Source: an optimization exercise on an open RTL-to-GDS flow (aim: small area). Production flows keep margins and buffers that such runs may drop. The RTL was checked by simulation tests, not by an equivalence proof against the original design. No activity file was given, so power comes from the tool's default toggle rates.

===== config.mk =====
export PLATFORM = sky130hd
export DESIGN_NAME = param_memory
export DESIGN_NICKNAME = param_memory
export VERILOG_FILES = /design/flow/design.v
export SDC_FILE = /design/flow/constraint.sdc
export NUM_CORES = 4
export LEC_CHECK = 0
export CAP_MARGIN = 20
export CORE_MARGIN = 2
export CORE_UTILIZATION = 80
export PLACE_DENSITY = 0.85
export SLEW_MARGIN = 20

===== constraint.sdc =====
create_clock -name core_clock -period 5.0 [get_ports {clk_i}]
set_input_delay 1.0000 -clock core_clock [delete_from_list [all_inputs] [get_ports {clk_i}]]
set_output_delay 1.0000 -clock core_clock [all_outputs]
set_load 0.01 [all_outputs]

===== design.v =====
module param_memory #(
   parameter int WIDTH      = 32,
   parameter int DEPTH      = 48,
   parameter int ADDR_WIDTH = 6,
   parameter int RD_LATENCY = 2,
   parameter int RESET_MEM  = 1
) (
   input  logic                  clk_i,
   input  logic                  rst_i,
   input  logic                  valid_i,
   output logic                  ready_o,
   input  logic                  wr_rd_i,
   input  logic [ADDR_WIDTH-1:0] addr_i,
   input  logic [WIDTH-1:0]      wdata_i,
   input  logic [WIDTH/8-1:0]    wstrb_i,
   output logic                  rvalid_o,
   output logic [WIDTH-1:0]      rdata_o,
   output logic                  rerr_o,
   input  logic                  rready_i
);
   localparam int NBYTES = WIDTH / 8;
   localparam int NRING  = 16;
   localparam int NSLOT  = 3;
   logic                  ready_q, rvalid_q, rerr_q;
   logic [1:0]            ph_q;
   logic [ADDR_WIDTH-1:0] addr_q;
   logic [WIDTH-1:0]      data_q;                 
   logic [NBYTES-1:0]     wstrb_q;
   logic                  pend_q;                 
   logic [1:0]            nrot_q;
   logic [WIDTH-1:0]      rdata_q;
   logic [1:0]            clr_q;                  
   logic [WIDTH-1:0]      slot_q [NRING][NSLOT];
   logic busy, rd_wait, q_ok, clear;
   assign busy    = ~ready_q & ~rvalid_q;
   assign rd_wait = busy & ~ph_q[1] & ph_q[0];
   assign q_ok    = addr_q < 6'(DEPTH);
   assign clear   = (busy & (ph_q == 2'b00)) | (|clr_q);
   logic [1:0] nrot_pre;
   assign nrot_pre = (nrot_q == 2'd0) ? 2'd2 : nrot_q - 2'd1;
   logic [5:0]       ra;
   logic             r_tap;
   logic [WIDTH-1:0] tap_word;
   assign ra    = ready_q ? addr_i : addr_q;
   assign r_tap = (ra < 6'(DEPTH)) & (ra[5:4] == nrot_q);
   always_comb begin
      tap_word = '0;
      for (int j = 0; j < NRING; j++) begin
         tap_word = tap_word | (slot_q[j][0] & {WIDTH{ra[3:0] == 4'(j)}});
      end
   end
   logic [NRING-1:0]  whit;
   always_comb begin
      for (int j = 0; j < NRING; j++) begin
         whit[j] = pend_q & (addr_q[5:4] == nrot_pre) & (addr_q[3:0] == 4'(j));
      end
   end
   always_ff @(posedge clk_i) begin
      for (int j = 0; j < NRING; j++) begin
         for (int k = 0; k < NBYTES; k++) begin
            logic load, keep;
            load = whit[j] & wstrb_q[k];
            keep = ~load & ~clear;
            slot_q[j][0][8*k +: 8] <= (data_q[8*k +: 8] & {8{load}}) | (slot_q[j][2][8*k +: 8] & {8{keep}});
         end
         slot_q[j][1] <= slot_q[j][0];
         slot_q[j][2] <= slot_q[j][1];
      end
   end
   always_ff @(posedge clk_i) begin
      if (!rst_i) begin
         nrot_q <= '0;
         clr_q  <= 2'b00;
      end else begin
         nrot_q <= nrot_pre;
         clr_q  <= {clr_q[0], busy & (ph_q == 2'b00)};
      end
   end
   always_ff @(posedge clk_i) begin
      if (ready_q) begin
         addr_q  <= addr_i;
         data_q  <= wdata_i;
         wstrb_q <= wstrb_i;
      end
      if (r_tap && ((ready_q && valid_i && !wr_rd_i) || rd_wait)) begin
         data_q <= tap_word;
      end
   end
   always_ff @(posedge clk_i) begin
      if (!rst_i) begin
         ready_q  <= 1'b0;
         rvalid_q <= 1'b0;
         rerr_q   <= 1'b0;
         rdata_q  <= '0;
         ph_q     <= 2'b00;
         pend_q   <= 1'b0;
      end else begin
         if (|whit) pend_q <= 1'b0;
         if (ready_q && valid_i) begin
            ready_q <= 1'b0;
            ph_q    <= {wr_rd_i, 1'b1};
            pend_q  <= wr_rd_i & (addr_i < 6'(DEPTH));
         end
         if (busy) begin
            if (!ph_q[1] && !ph_q[0]) ready_q <= 1'b1;
            if (ph_q[0] && !ph_q[1]) ph_q <= 2'b10;
            if (ph_q[1]) begin
               rvalid_q <= 1'b1;
               rerr_q   <= ~q_ok;
               rdata_q  <= (ph_q[0] || !q_ok) ? '0 : (r_tap ? tap_word : data_q);
            end
         end
         if (rvalid_q && rready_i) begin
            rvalid_q <= 1'b0;
            rerr_q   <= 1'b0;
            ready_q  <= 1'b1;
         end
      end
   end
   assign ready_o  = ready_q;
   assign rvalid_o = rvalid_q;
   assign rdata_o  = rdata_q;
   assign rerr_o   = rerr_q;
endmodule

===== flow/run.sh =====
#!/bin/bash
# The standard layout, with a leaner clock tree (small clock buffers, larger
# sink clusters, no dummy loads) and single-drive port buffers.
set -euo pipefail
bash standard.sh finish \
  "CTS_ARGS=-sink_clustering_enable -repair_clock_nets -dont_use_dummy_load -buf_list {sky130_fd_sc_hd__clkbuf_4} -sink_clustering_size 10 -sink_clustering_max_diameter 30" \
  "BUFFER_PORTS_ARGS=-buffer_cell sky130_fd_sc_hd__buf_1" > standard.log 2>&1

===== standard.sh =====
#!/bin/bash
# synth_recipe.tcl (not shown) runs the flow's synth.tcl, then flattens the netlist and writes it again
# the make line also repeats each setting of config.mk as NAME=value (left out here)
make -C /OpenROAD-flow-scripts/flow DESIGN_CONFIG=/design/flow/config.mk WORK_HOME=/design/flow/orfs CLKGATE_MAP_FILE= SYNTH_SCRIPT=/design/flow/synth_recipe.tcl "${@:-finish}"

==> flow_metrics.env, run 1 <==
export IMPL_synthesis_area_mm2=0.04485
export IMPL_io_pins=82
export IMPL_seqPwrFrac=0.587
export IMPL_dp_hpwl_um=73070
export IMPL_worst_path_max_delay_cell="mux2i_4"
export IMPL_path_cells="mux2i_4 -> inv_2 -> nand2_1 -> buf_4 -> a21oi_1 -> a221oi_1 -> nand4_1 -> mux2_2"
export IMPL_cts_resized=0
export IMPL_power_mw=22.76
export IMPL_clk_pin_slew_ns=0.10
export IMPL_hold_violations=0
export IMPL_grt_total_usage=0.4086
export IMPL_cts_hold_buf=0
export IMPL_cp_max_fo=33
export IMPL_numPortBuffers=81
export IMPL_start_util=0.8110
export IMPL_finalCriticalPeriod_ns=4.001
export IMPL_p_clk_frac=0.247
export IMPL_crit_type="flip-flop to flip-flop"
export IMPL_final_area_mm2=0.04721
export IMPL_endpoint_kind="flip-flop"
export IMPL_htreeDepth=4
export IMPL_cp_top_family="multiplexers"
export IMPL_placementRows=86
export IMPL_r2r_end="data_q[22]"
export IMPL_r2r_setup_slack_ns=1.0
export IMPL_ir_worst_vdd_mv=0.4344
export IMPL_p_per_area_mw_per_mm2=482.2
export IMPL_r2r_start="ready_q"
export IMPL_grt_pass1_wl_um=178500
export IMPL_critPathBufInv=2
export IMPL_synth_seq_cells=1620
export IMPL_slowest_delay_ns=0.85
export IMPL_arrival_ns=4.87
export IMPL_via_per_inst=6.641
export IMPL_cts_inserted_buffers=197
export IMPL_combPwrFrac=0.166
export IMPL_cts_sinks=1620
export IMPL_syn_inst=3907
export IMPL_clock_latency_ns=1.16
export IMPL_cp_required_ns=5.87
export IMPL_status="timing/DRC/antenna clean"
export IMPL_gp_congestion=0.9039
export IMPL_maxCapViolations=0
export IMPL_cts_tree="yes"
export IMPL_min_path_type="input pin to flip-flop"
export IMPL_syn2layout_area_growth_pct=5.241
export IMPL_placed_cell_area_mm2=0.04569
export IMPL_reg2reg_depth=8
export IMPL_ant_nets=0
export IMPL_clock_fmax_mhz=250.0
export IMPL_drive_gt1_frac=0.08268
export IMPL_routed_wl_um=118700
export IMPL_dieArea_mm2=0.05798
export IMPL_chipWidth_um=240.8
export IMPL_core_mm2=0.05531
export IMPL_setup_viol=0
export IMPL_syn_nets=3955
export IMPL_overflow=0
export IMPL_min_to="wstrb_q[1]"
export IMPL_drt_first_pass_iters=6
export IMPL_period_share=0.8001
export IMPL_p_leak_nw=17.32
export IMPL_finalMaxSlewViolations=0
export IMPL_drc=0
export IMPL_vias=31390
export IMPL_tightestPinTransition_ns=1.237
export IMPL_clockBufferDepth=3
export IMPL_avgSynthCellArea_um2=11.48
export IMPL_tns_ns=0
export IMPL_maxSlewHeadroom=0.1686
export IMPL_drtIter0Drc=3802
export IMPL_start_kind="flip-flop"
export IMPL_ys_warn_count=2
export IMPL_internal_power_mw=15.71
export IMPL_skew_ns=0.07772
export IMPL_synthArstFlopShare=0
export IMPL_p_sw_mw=7.048
export IMPL_fin_nets=4017
export IMPL_swShare=0.3096
export IMPL_antenna_found_initial=2
export IMPL_worstHoldStart="wstrb_i[1]"
export IMPL_first_global_vias=31330
export IMPL_dieHeight_um=240.8
export IMPL_synth_cell_types=56
export IMPL_hold_path_depth=1
export IMPL_synth_ff_type="dfxtp_1"
export IMPL_wl_per_cell_um=25.11
export IMPL_grt_max_degree=102
export IMPL_cts_root_buf="clkbuf_4"
export IMPL_post_cts_setup_buffers=0
export IMPL_rsz0062_at_grt="false"
export IMPL_synth_edf_count=36
export IMPL_ys_seq_area_frac=0.7311
export IMPL_fill_cells=3004
## registers in the layout (all words and copies together), names as in the netlist
signal    flops
addr_q        6
clr_q         2
data_q       32
nrot_q        2
pend_q        1
ph_q          2
rdata_q      32
ready_q       1
rerr_q        1
rvalid_q      1
slot_q     1536
wstrb_q       4
## area by class of cell
class	instances	area, um2	area share
Antenna cell	12	30.03	0.0006361
Tap cell	748	935.9	0.01983
Multi-Input combinational cell	1940	10870	0.2303
Clock buffer	197	1479	0.03133
Sequential cell	1620	32790	0.6947
Inverter	69	260.3	0.005513
Timing Repair Buffer	141	838.3	0.01776
## cell usage in the layout (no fill, tap or decap), drive strengths merged, types with 4 or more instances in the layout
cell,synthesis,layout
a221o,31,31
inv,69,68
nor3b,4,4
nand3b,4,4
dfxtp,1584,1584
nand2b,5,5
a21oi,67,67
a22oi,6,6
diode,0,12
a221oi,61,61
clkbuf,236,198
nand3,518,518
nor3,11,11
o21ai,702,702
o22ai,94,94
mux2,36,36
o211a,31,31
and3b,4,4
nor2,41,41
nand4,31,31
nand2,206,206
mux2i,34,34
edfxtp,36,36
and2,6,6
nor4,7,7
nand4b,4,4
buf,42,140
## cell families after synthesis
| logic type | synth area share |
|---|---|
| DFF | 0.7311 |
| AOI/OAI and AO/OA | 0.1291 |
| and+or+nand+nor | 0.09197 |
| buffers and inverters | 0.03027 |
| muxes | 0.01671 |
| xor gates and xnor gates | 0.0005859 |
| adders and majority gates | 0.0002789 |
## power by group through the flow
stage | registers [mW] | logic, mW | clock network, mW
floorplan | 13.5 | 2.13 | 0
global placement | 13.6 | 3.42 | 0
detailed placement | 13.6 | 3.54 | 0
CTS | 13.3 | 3.55 | 5.60
global route | 13.4 | 3.82 | 6.11
finish | 13.4 | 3.77 | 5.63
## cell usage after synthesis, types with 3 or more instances
library cell / number / area share
nor4_1: 7 / 0.00098
mux2i_1: 33 / 0.0074
nor3b_1: 4 / 0.00067
dfxtp_1: 1584 / 0.71
a21boi_0: 3 / 0.00050
clkbuf_1: 236 / 0.020
nand3_1: 518 / 0.058
nor2_1: 41 / 0.0034
inv_1: 67 / 0.0056
a22o_1: 3 / 0.00059
and2_1: 6 / 0.00084
and3_1: 3 / 0.00042
a21oi_1: 67 / 0.0075
and3b_1: 4 / 0.00078
a221o_1: 31 / 0.0069
o21ai_0: 700 / 0.078
a221oi_1: 61 / 0.012
buf_2: 32 / 0.0036
nand4b_1: 4 / 0.00078
nand3b_1: 4 / 0.00067
o22ai_1: 94 / 0.013
nand2b_1: 5 / 0.00070
o211ai_1: 3 / 0.00050
xnor2_1: 3 / 0.00059
mux2_2: 36 / 0.0090
nand4_1: 31 / 0.0043
a22oi_1: 6 / 0.0010
nor3_1: 10 / 0.0011
nand2_1: 206 / 0.017
buf_1: 8 / 0.00067
edfxtp_1: 36 / 0.024
o211a_1: 31 / 0.0069
## routing by layer
metal,GRT usage,vias up,part of all wire
li1,-,13750,-
met1,0.5389,15040,0.39
met2,0.6184,2157,0.44
met3,0.1201,440,0.12
met4,0.2114,0,0.045
met5,0,-,0
## worst max-delay path by stage
stage	start	endpoint	slack, ns	cells after the start
global placement	addr_i[1]	data_q[9]	1.11	9
floorplan	addr_i[0]	data_q[29]	2.00	7
finish	ready_q	data_q[22]	1.0	8
CTS	ready_q	data_q[22]	1.25	8
detailed placement	addr_i[2]	data_q[22]	0.98	9
global route	ready_q	data_q[22]	1.08	8
## stage by stage
stage	hold WS, ns	setup WS, ns	util	cells
finish	0.06099	0.9993	0.8535	4727
global route	0.1223	1.078	0.8530	4717
CTS	0.09134	1.247	0.8528	4715
detailed placement	0.3121	0.9756	0.8261	4518
global placement	0.3099	1.110	0.8258	4517
floorplan	0.3096	2.000	-	3907
==> run 2: changes to the inputs <==
--- a/config.mk
+++ b/config.mk
@@ -7,6 +7,5 @@
 export LEC_CHECK = 0
 export CAP_MARGIN = 20
 export CORE_MARGIN = 2
-export CORE_UTILIZATION = 80
-export PLACE_DENSITY = 0.85
+export CORE_UTILIZATION = 65
 export SLEW_MARGIN = 20
==> flow_metrics.env, run 2 <==
export IMPL_setup_viol=0
export IMPL_endpoint_kind="flip-flop"
export IMPL_yosys_top_cells_count="1,584 x dfxtp_1, 700 x o21ai_0, 518 x nand3_1, 236 x clkbuf_1, 206 x nand2_1"
export IMPL_cts_tree="yes"
export IMPL_drc=0
export IMPL_reg2reg_depth=9
export IMPL_cts_inserted_buffers=213
export IMPL_layout_commonest_cell="dfxtp_1"
export IMPL_period_share=0.7926
export IMPL_ys_top_cells_by_area="dfxtp_1 71%, o21ai_0 7.8%, nand3_1 5.8%, edfxtp_1 2.4%, clkbuf_1 2.0%"
export IMPL_synth_top_area_share=0.7070
export IMPL_fin_nets=4041
export IMPL_vias=30210
export IMPL_register_area_mm2=0.03279
export IMPL_ir_worst_vdd_mv=0.3064
export IMPL_synthArstFlopShare=0
export IMPL_placed_cell_area_mm2=0.04596
export IMPL_synth_compound_area_frac=0.1291
export IMPL_grt_max_degree=153
export IMPL_largest_register_ffs=1536
export IMPL_synth_edf_count=36
export IMPL_clockBufferDepth=3
export IMPL_via_per_inst=6.189
export IMPL_drive_gt1_frac=0.08720
export IMPL_final_area_mm2=0.04758
export IMPL_reg_top3="slot_q: 1536 flops, data_q: 32 flops, rdata_q: 32 flops"
export IMPL_ys_seq_area_frac=0.7311
export IMPL_maxSlewHeadroom=0.2390
export IMPL_post_cts_setup_buffers=0
export IMPL_min_path_type="input pin to flip-flop"
export IMPL_numPortBuffers=81
export IMPL_core_mm2=0.06847
export IMPL_multi_input_area_mm2=0.01088
export IMPL_synth_xor_area_frac=0.0005858
export IMPL_hold_violations=0
export IMPL_dieArea_mm2=0.07112
export IMPL_overflow=0
export IMPL_fill_cells=5083
export IMPL_clk_pin_slew_ns=0.08
export IMPL_drtIter0Drc=2806
export IMPL_clock_fmax_mhz=252.3
export IMPL_htreeDepth=4
export IMPL_maxCapViolations=0
export IMPL_synth_top_family_by_area="compound AO/OA/AOI/OAI gates"
export IMPL_ant_nets=0
export IMPL_gp_congestion=0.8543
export IMPL_utilization=0.6950
export IMPL_grt_pass1_wl_um=178600
export IMPL_synthAdderAreaFrac=0.0002789
export IMPL_first_global_vias=29490
export IMPL_status="timing/DRC/antenna clean"
export IMPL_whs_ns=0.08116
export IMPL_syn_nets=3955
export IMPL_synth_cell_types=56
export IMPL_dp_hpwl_um=72490
export IMPL_synthesis_area_mm2=0.04485
export IMPL_layout_common_cells="1,583 x dfxtp_1, 699 x o21ai_0, 518 x nand3_1"
export IMPL_dpl_worst_slack_ns=0.9442
export IMPL_p_per_area_mw_per_mm2=483.3
export IMPL_io_pins=82
export IMPL_cp_required_ns=5.85
export IMPL_synth_seq_cells=1620
export IMPL_cp_top_family="buffers and inverters"
export IMPL_synth_simple_gate_area_frac=0.09197
export IMPL_p_leak_nw=17.44
export IMPL_arrival_ns=4.81
export IMPL_grt_total_usage=0.3335
export IMPL_routed_wl_um=119400
export IMPL_rsz0062_at_grt="false"
export IMPL_placementRows=96
export IMPL_crit_type="flip-flop to flip-flop"
export IMPL_finalCriticalPeriod_ns=3.963
export IMPL_cts_sinks=1620
export IMPL_hold_path_depth=1
export IMPL_wl_per_cell_um=24.47
export IMPL_tightestPinTransition_ns=1.132
export IMPL_regMostFlops="slot_q"
export IMPL_setup_ws_ns=1.037
export IMPL_synth_mux_area_fraction=0.01671
export IMPL_path_common_cell="buf_4"
export IMPL_synth_most_common_cell="dfxtp_1"
export IMPL_chipWidth_um=266.7
export IMPL_path_cells="buf_4 -> mux2i_4 -> inv_2 -> nand2_1 -> buf_4 -> o22ai_1 -> a21oi_1 -> nand4_1 -> mux2_2"
export IMPL_antenna_found_initial=3
export IMPL_syn2layout_area_growth_pct=6.084
export IMPL_finalMaxSlewViolations=0
export IMPL_start_kind="flip-flop"
export IMPL_slowest_delay_ns=0.73
export IMPL_cts_hold_buf=0
export IMPL_syn_inst=3907
export IMPL_drt_first_pass_iters=6
export IMPL_cp_max_fo=28
export IMPL_avgSynthCellArea_um2=11.48
export IMPL_cts_resized=0
export IMPL_cp_num_cells=9
export IMPL_cts_root_buf="clkbuf_4"
export IMPL_start_util=0.6551
export IMPL_skew_ns=0.1322
export IMPL_critPathBufInv=3
export IMPL_worst_path_max_delay_cell="nand2_1"
export IMPL_yosysTopAreaCell="dfxtp_1"
export IMPL_dieHeight_um=266.7
export IMPL_tns_ns=0
export IMPL_ys_warn_count=2
export IMPL_synth_ff_type="dfxtp_1"
export IMPL_clock_latency_ns=1.15
run 2: cell counts after synthesis:
Identical to the previous run, type by type.
run 2: report_power, final:
group,internal [mW],leakage [nW],switching [mW]
Combinational,0.812,3.36,3.02
Clock,1.94,0.980,3.89
Sequential,13.1,13.1,0.217
Total,15.9,17.4,7.12
run 2: layout make-up:
type                       count  area share
clock buffer                 213     0.03360
timing repair buffer         149     0.01941
sequential                  1620      0.6892
antenna                        8   0.0004207
multi-input combinational   1940      0.2287
tap                          882     0.02319
inverter                      69    0.005469
run 2: per-layer routing:
metal  global-route usage  vias up  part of all wire
met1               0.4727    14800              0.44
met4               0.1256        0             0.032
met2               0.5057     1337              0.44
met5                    0        -                 0
met3              0.07021      266             0.085
li1                     -    13810                 -
run 2: final timing paths:
path / from / to / slack, ns
worst max-delay path: ready_q / data_q[23] / 1.04
worst min-delay path: wstrb_i[2] / wstrb_q[2] / 0.08
worst max register to register: ready_q / data_q[23] / 1.04
worst min register to register: slot_q[10][28] / slot_q[11][28] / 0.23
run 2: metrics by stage:
stage          std cells  power (mW)
2_1_floorplan       3907       15.63
3_5_place_dp        4660       17.32
3_3_place_gp        4659       17.27
6_report            4881       23.00
5_1_grt             4875       23.73
4_1_cts             4873       22.93
run 2: cell families (layout without fill, tap and decap cells):
family	Yosys count	count (layout)
XOR/XNOR	3	3
adder cells (fa/ha/maj)	1	1
buffers and inverters	347	431
flip-flops	1620	1620
other	0	8
AND/OR/NAND/NOR	855	855
multiplexers	70	70
AO/OA/AOI/OAI	1011	1011
==> run 3: changes to the inputs <==
--- a/config.mk
+++ b/config.mk
@@ -7,5 +7,6 @@
 export LEC_CHECK = 0
 export CAP_MARGIN = 20
 export CORE_MARGIN = 2
-export CORE_UTILIZATION = 65
+export CORE_UTILIZATION = 75
+export PLACE_DENSITY = 0.8
 export SLEW_MARGIN = 20
==> flow_metrics.env, run 3 <==
export IMPL_via_per_inst=6.485
export IMPL_cp_max_fo=16
export IMPL_setup_viol=0
export IMPL_regMostFlops="slot_q"
export IMPL_core_mm2=0.05902
export IMPL_tns_ns=0
export IMPL_dp_hpwl_um=70200
export IMPL_p_leak_nw=17.30
export IMPL_drtIter0Drc=3280
export IMPL_clock_latency_ns=1.09
export IMPL_layout_commonest_cell="dfxtp_1"
export IMPL_drt_first_pass_iters=6
export IMPL_fin_nets=4017
export IMPL_avgSynthCellArea_um2=11.48
export IMPL_synth_cell_types=56
export IMPL_grt_total_usage=0.3679
export IMPL_slowest_delay_ns=0.87
export IMPL_chipWidth_um=248.6
export IMPL_grt_max_degree=163
export IMPL_cts_sinks=1620
export IMPL_syn2layout_area_growth_pct=5.138
export IMPL_finalMaxSlewViolations=0
export IMPL_rsz0062_at_grt="false"
export IMPL_synth_ff_type="dfxtp_1"
export IMPL_cp_required_ns=5.88
export IMPL_cts_hold_buf=0
export IMPL_synth_most_common_cell="dfxtp_1"
export IMPL_first_global_vias=30760
export IMPL_status="timing/DRC/antenna clean"
export IMPL_synth_edf_count=36
export IMPL_largest_register_ffs=1536
export IMPL_drive_gt1_frac=0.08243
export IMPL_drc=0
export IMPL_ys_top_cells_by_area="dfxtp_1 71%, o21ai_0 7.8%, nand3_1 5.8%, edfxtp_1 2.4%, clkbuf_1 2.0%"
export IMPL_maxSlewHeadroom=0.2439
export IMPL_post_cts_setup_buffers=0
export IMPL_tightestPinTransition_ns=1.134
export IMPL_finalCriticalPeriod_ns=3.742
export IMPL_fill_cells=3661
export IMPL_htreeDepth=4
export IMPL_synthesis_area_mm2=0.04485
export IMPL_dieHeight_um=248.6
export IMPL_arrival_ns=4.63
export IMPL_io_pins=82
export IMPL_cts_tree="yes"
export IMPL_placementRows=89
export IMPL_grt_pass1_wl_um=176100
export IMPL_start_kind="flip-flop"
export IMPL_ys_seq_area_frac=0.7311
export IMPL_numPortBuffers=81
export IMPL_dpl_worst_slack_ns=0.8670
export IMPL_wl_per_cell_um=24.29
export IMPL_cts_resized=0
export IMPL_syn_nets=3955
export IMPL_cts_root_buf="clkbuf_4"
export IMPL_ys_warn_count=2
export IMPL_dieArea_mm2=0.06178
export IMPL_setup_ws_ns=1.258
export IMPL_gp_congestion=0.8770
export IMPL_vias=30760
export IMPL_ant_nets=0
export IMPL_period_share=0.7485
export IMPL_utilization=0.7990
export IMPL_clock_fmax_mhz=267.2
export IMPL_ir_worst_vdd_mv=0.5429
export IMPL_cp_top_family="simple AND/OR/NAND/NOR gates"
export IMPL_synthArstFlopShare=0
export IMPL_p_per_area_mw_per_mm2=480.0
export IMPL_min_path_type="input pin to flip-flop"
export IMPL_endpoint_kind="flip-flop"
export IMPL_syn_inst=3907
export IMPL_cts_inserted_buffers=199
export IMPL_overflow=0
export IMPL_path_common_cell="nand3_1"
export IMPL_yosys_top_cells_count="1,584 x dfxtp_1, 700 x o21ai_0, 518 x nand3_1, 236 x clkbuf_1, 206 x nand2_1"
export IMPL_path_cells="inv_1 -> ha_1 -> xnor2_1 -> nand3_1 -> nor4_1 -> nand2_1 -> nand3_1 -> o21ai_0"
export IMPL_yosysTopAreaCell="dfxtp_1"
export IMPL_critPathBufInv=1
export IMPL_clockBufferDepth=3
export IMPL_hold_violations=0
export IMPL_synth_top_area_share=0.7070
export IMPL_skew_ns=0.09509
export IMPL_routed_wl_um=115200
export IMPL_start_util=0.7600
export IMPL_reg_top3="slot_q: 1536 flops, data_q: 32 flops, rdata_q: 32 flops"
export IMPL_layout_common_cells="1,583 x dfxtp_1, 699 x o21ai_0, 518 x nand3_1"
export IMPL_maxCapViolations=0
export IMPL_crit_type="flip-flop to flip-flop"
export IMPL_antenna_found_initial=4
export IMPL_synth_seq_cells=1620
export IMPL_worst_path_max_delay_cell="nor4_1"
export IMPL_clk_pin_slew_ns=0.08
-- run 3: final timing paths --
| path | from | end | slack [ns] | cells after the start |
|---|---|---|---|---|
| max | nrot_q[0] | slot_q[6][26] | 1.26 | 8 |
| min | wstrb_i[0] | wstrb_q[0] | 0.15 | 1 |
| max reg2reg | nrot_q[0] | slot_q[6][26] | 1.26 | 8 |
| min reg2reg | slot_q[43][10] | slot_q[44][10] | 0.29 | 0 |
-- run 3: final cells by class --
type	instances	area [um2]	area share
tap	773	967.2	0.02051
multi-input combinational	1940	10870	0.2305
inverter	69	260.3	0.005519
sequential	1620	32790	0.6954
clock buffer	199	1494	0.03168
timing repair buffer	139	769.5	0.01632
antenna	3	7.507	0.0001592
-- run 3: logic make-up after synthesis --
logic type | share of synthesized area
and+or+nand+nor | 0.09197
adders and majority gates | 0.0002789
AOI/OAI and AO/OA | 0.1291
muxes | 0.01671
DFF | 0.7311
buffers and inverters | 0.03027
xor gates and xnor gates | 0.0005859
-- run 3: report_power, final --
part | total, mW | leakage [nW] | internal (mW) | switching (mW)
combinational | 3.70 | 3.29 | 0.723 | 2.97
clock | 5.64 | 0.916 | 1.83 | 3.82
sequential | 13.3 | 13.1 | 13.1 | 0.178
total | 22.6 | 17.3 | 15.7 | 6.97
-- run 3: layer usage --
layer  part of all wire  GRT usage  vias to the layer above
li1                   -          -                    13730
met3               0.10    0.07872                      302
met1               0.41     0.5111                    14930
met2               0.45     0.5593                     1796
met4              0.038     0.1675                        0
met5                  0          0                        -
-- run 3: per-stage QoR --
stage / hold slack, ns / cell area [um2] / instances / total power [mW]
6_report: 0.1550 / 47160 / 4743 / 22.64
5_1_grt: 0.1099 / 47160 / 4742 / 23.33
4_1_cts: 0.09216 / 47150 / 4740 / 22.49
3_5_place_dp: 0.3121 / 45660 / 4541 / 17.11
3_3_place_gp: 0.3096 / 45640 / 4540 / 17.00
2_1_floorplan: 0.3096 / 44850 / 3907 / 15.63
==> run 4: changes to the inputs <==
==> flow/run.sh (replaced) <==
#!/bin/bash
# The standard layout, with a leaner clock tree (small clock buffers, larger
# sink clusters, no dummy loads) and single-drive port buffers.
set -euo pipefail
bash standard.sh finish \
  "CTS_ARGS=-sink_clustering_enable -repair_clock_nets -dont_use_dummy_load -buf_list {sky130_fd_sc_hd__clkbuf_4} -sink_clustering_size 12 -sink_clustering_max_diameter 25" \
  "BUFFER_PORTS_ARGS=-buffer_cell sky130_fd_sc_hd__buf_1" > standard.log 2>&1
--- a/config.mk
+++ b/config.mk
@@ -7,6 +7,6 @@
 export LEC_CHECK = 0
 export CAP_MARGIN = 20
 export CORE_MARGIN = 2
-export CORE_UTILIZATION = 75
-export PLACE_DENSITY = 0.8
+export CORE_UTILIZATION = 85
+export PLACE_DENSITY = 0.9
 export SLEW_MARGIN = 20
==> flow_metrics.env, run 4 <==
export IMPL_p_clk_frac=0.257
export IMPL_syn_inst=3907
export IMPL_ir_worst_vdd_mv=0.4066
export IMPL_routed_wl_um=122300
export IMPL_start_kind="flip-flop"
export IMPL_cp_max_fo=30
export IMPL_layout_commonest_cell="dfxtp_1"
export IMPL_ys_top_cells_by_area="dfxtp_1 71%, o21ai_0 7.8%, nand3_1 5.8%, edfxtp_1 2.4%, clkbuf_1 2.0%"
export IMPL_start_util=0.8570
export IMPL_fin_nets=4033
export IMPL_gp_congestion=0.9134
export IMPL_synthesis_area_mm2=0.04485
export IMPL_grt_pass1_wl_um=182100
export IMPL_final_cells=4677
export IMPL_first_global_vias=32200
export IMPL_multi_input_area_mm2=0.01088
export IMPL_dp_hpwl_um=74330
export IMPL_whs_ns=0.05891
export IMPL_cts_hold_buf=0
export IMPL_reg_top3="slot_q: 1536 flops, data_q: 32 flops, rdata_q: 32 flops"
export IMPL_syn_nets=3955
export IMPL_seqPwrFrac=0.580
export IMPL_placed_cell_area_mm2=0.04555
export IMPL_grt_max_degree=161
export IMPL_placementRows=84
export IMPL_maxSlewHeadroom=0.2404
export IMPL_endpoint_kind="flip-flop"
export IMPL_cp_required_ns=5.88
export IMPL_post_cts_setup_buffers=0
export IMPL_rsz0062_at_grt="false"
export IMPL_grt_total_usage=0.4447
export IMPL_ys_warn_count=2
export IMPL_largest_register_ffs=1536
export IMPL_fill_cells=2276
export IMPL_finalMaxSlewViolations=0
export IMPL_cts_resized=0
export IMPL_min_path_type="input pin to flip-flop"
export IMPL_syn2layout_area_growth_pct=5.300
export IMPL_period_share=0.7968
export IMPL_clock_latency_ns=1.14
export IMPL_wl_per_cell_um=26.14
export IMPL_cts_tree="yes"
export IMPL_hold_path_depth=1
export IMPL_arrival_ns=4.86
export IMPL_final_area_mm2=0.04723
export IMPL_skew_ns=0.08559
export IMPL_yosys_top_cells_count="1,584 x dfxtp_1, 700 x o21ai_0, 518 x nand3_1, 236 x clkbuf_1, 206 x nand2_1"
export IMPL_synth_edf_count=36
export IMPL_internal_power_mw=15.88
export IMPL_drtIter0Drc=4540
export IMPL_register_area_mm2=0.03279
export IMPL_synth_top_area_share=0.7070
export IMPL_overflow=0
export IMPL_dp_cells=4450
export IMPL_setup_viol=0
export IMPL_tightestPinTransition_ns=1.129
export IMPL_regMostFlops="slot_q"
export IMPL_chipWidth_um=233.7
export IMPL_clock_fmax_mhz=251.0
export IMPL_finalCriticalPeriod_ns=3.984
export IMPL_crit_type="flip-flop to flip-flop"
export IMPL_dieHeight_um=233.7
export IMPL_clk_pin_slew_ns=0.08
export IMPL_numPortBuffers=81
export IMPL_antenna_found_initial=3
export IMPL_p_per_area_mw_per_mm2=487.4
export IMPL_clockBufferDepth=3
export IMPL_ant_nets=0
export IMPL_r2r_setup_slack_ns=1.02
export IMPL_yosysTopAreaCell="dfxtp_1"
export IMPL_io_pins=82
export IMPL_cts_root_buf="clkbuf_4"
export IMPL_cts_inserted_buffers=221
export IMPL_ys_seq_area_frac=0.7311
export IMPL_synthArstFlopShare=0
export IMPL_synth_ff_type="dfxtp_1"
export IMPL_reg2reg_depth=9
export IMPL_dieArea_mm2=0.05462
export IMPL_synth_most_common_cell="dfxtp_1"
export IMPL_tns_ns=0
export IMPL_p_leak_nw=17.39
export IMPL_drive_gt1_frac=0.08637
export IMPL_core_mm2=0.05234
export IMPL_maxCapViolations=0
export IMPL_swShare=0.3102
export IMPL_combPwrFrac=0.162
export IMPL_vias=32370
export IMPL_avgSynthCellArea_um2=11.48
export IMPL_htreeDepth=4
export IMPL_via_per_inst=6.921
export IMPL_cts_sinks=1620
export IMPL_status="timing/DRC/antenna clean"
export IMPL_drc=0
export IMPL_synth_seq_cells=1620
export IMPL_drt_first_pass_iters=10
export IMPL_layout_common_cells="1,583 x dfxtp_1, 699 x o21ai_0, 518 x nand3_1"
export IMPL_synth_cell_types=56
export IMPL_p_sw_mw=7.140
export IMPL_hold_violations=0
## run 4: stage by stage
step	setup slack (ns)	util	power [mW]
floorplan	2.000	-	15.63
global placement	1.248	0.8697	16.95
detailed placement	1.075	0.8703	17.12
CTS	1.288	0.9020	22.71
global route	0.9257	0.9023	23.52
finish	1.016	0.9024	23.02
## run 4: routing by layer
layer / vias to the layer above / wire length (um) / global-route usage
met5: - / 0 / 0
met4: 0 / 7577 / 0.2757
met3: 585 / 15550 / 0.1125
met2: 2608 / 54180 / 0.6692
met1: 15410 / 44950 / 0.5830
li1: 13760 / - / -
## run 4: power groups by stage
stage | sequential, mW | combinational [mW] | clock, mW
after global placement | 13.6 | 3.33 | 0
final | 13.4 | 3.74 | 5.92
after floorplan | 13.5 | 2.13 | 0
after detailed placement | 13.6 | 3.48 | 0
after global routing | 13.4 | 3.76 | 6.39
after CTS | 13.3 | 3.49 | 5.88
## run 4: worst max-delay path, stage by stage, from the launching register on
cell and delay, ns:
dfxtp_2 0.85, buf_4 0.32, nor3b_2 0.07, buf_4 0.24, nor2_2 0.65, buf_4 0.41
o22ai_1 0.11, o21ai_0 0.50, nand4_1 0.24, mux2_2 0.32
## run 4: cells by family after synthesis
logic type,synth area share
multiplexers,0.01671
AND/OR/NAND/NOR,0.09197
flip-flops,0.7311
buffers and inverters,0.03027
AO/OA/AOI/OAI,0.1291
XOR/XNOR,0.0005859
adder cells (fa/ha/maj),0.0002789
## run 4: layout make-up
cell class,count,share of cell area
flip-flops and latches,1620,0.6943
multi-input cells,1940,0.2303
clock buffers,221,0.03513
well taps,688,0.01823
repair buffers,133,0.01621
inverters,69,0.005510
diodes,6,0.0003179
## run 4: worst paths after layout
| check | from | end |
|---|---|---|
| setup / recovery | ready_q | data_q[4] |
| hold / removal | wstrb_i[0] | wstrb_q[0] |
| hold reg to reg | slot_q[37][3] | slot_q[38][3] |
| setup reg to reg | ready_q | data_q[4] |

afterwards: timing with drivers on the ports:
The results above use ideal ports. As a check the final layouts listed here were re-extracted and re-timed, cells and wires unchanged.
Step 1 (the two cells are an assumption about what drives the block):
set clk [get_ports {clk_i}]
set_driving_cell -lib_cell sky130_fd_sc_hd__clkbuf_16 $clk
set_driving_cell -lib_cell sky130_fd_sc_hd__buf_2 [delete_from_list [all_inputs] $clk]
Step 2 also shifts input and output timing later by t, the mid clock arrival at the registers, as if the neighbouring blocks saw the same clock.
Three values: ideal, step 1, step 2; two values: the first two.
run | t (ns) | setup WS [ns] | worst hold slack (ns)
run 1 | 1.176 | 0.999 / 0.999 / 0.770 | 0.061 / 0.029 / 0.258
run 2 | 1.146 | 1.037 / 1.037 / 0.834 | 0.081 / 0.041 / 0.231
run 3 | 1.104 | 1.258 / 1.258 / 0.687 | 0.155 / 0.119 / 0.289
run 4 | 1.173 | 1.016 / 1.016 / 0.794 | 0.059 / 0.030 / 0.253
After both steps setup and hold are still met in every run listed. For run 3, which loses most, drivers alone change the setup slack by 0.000 ns; drivers and shift together by -0.571 ns.
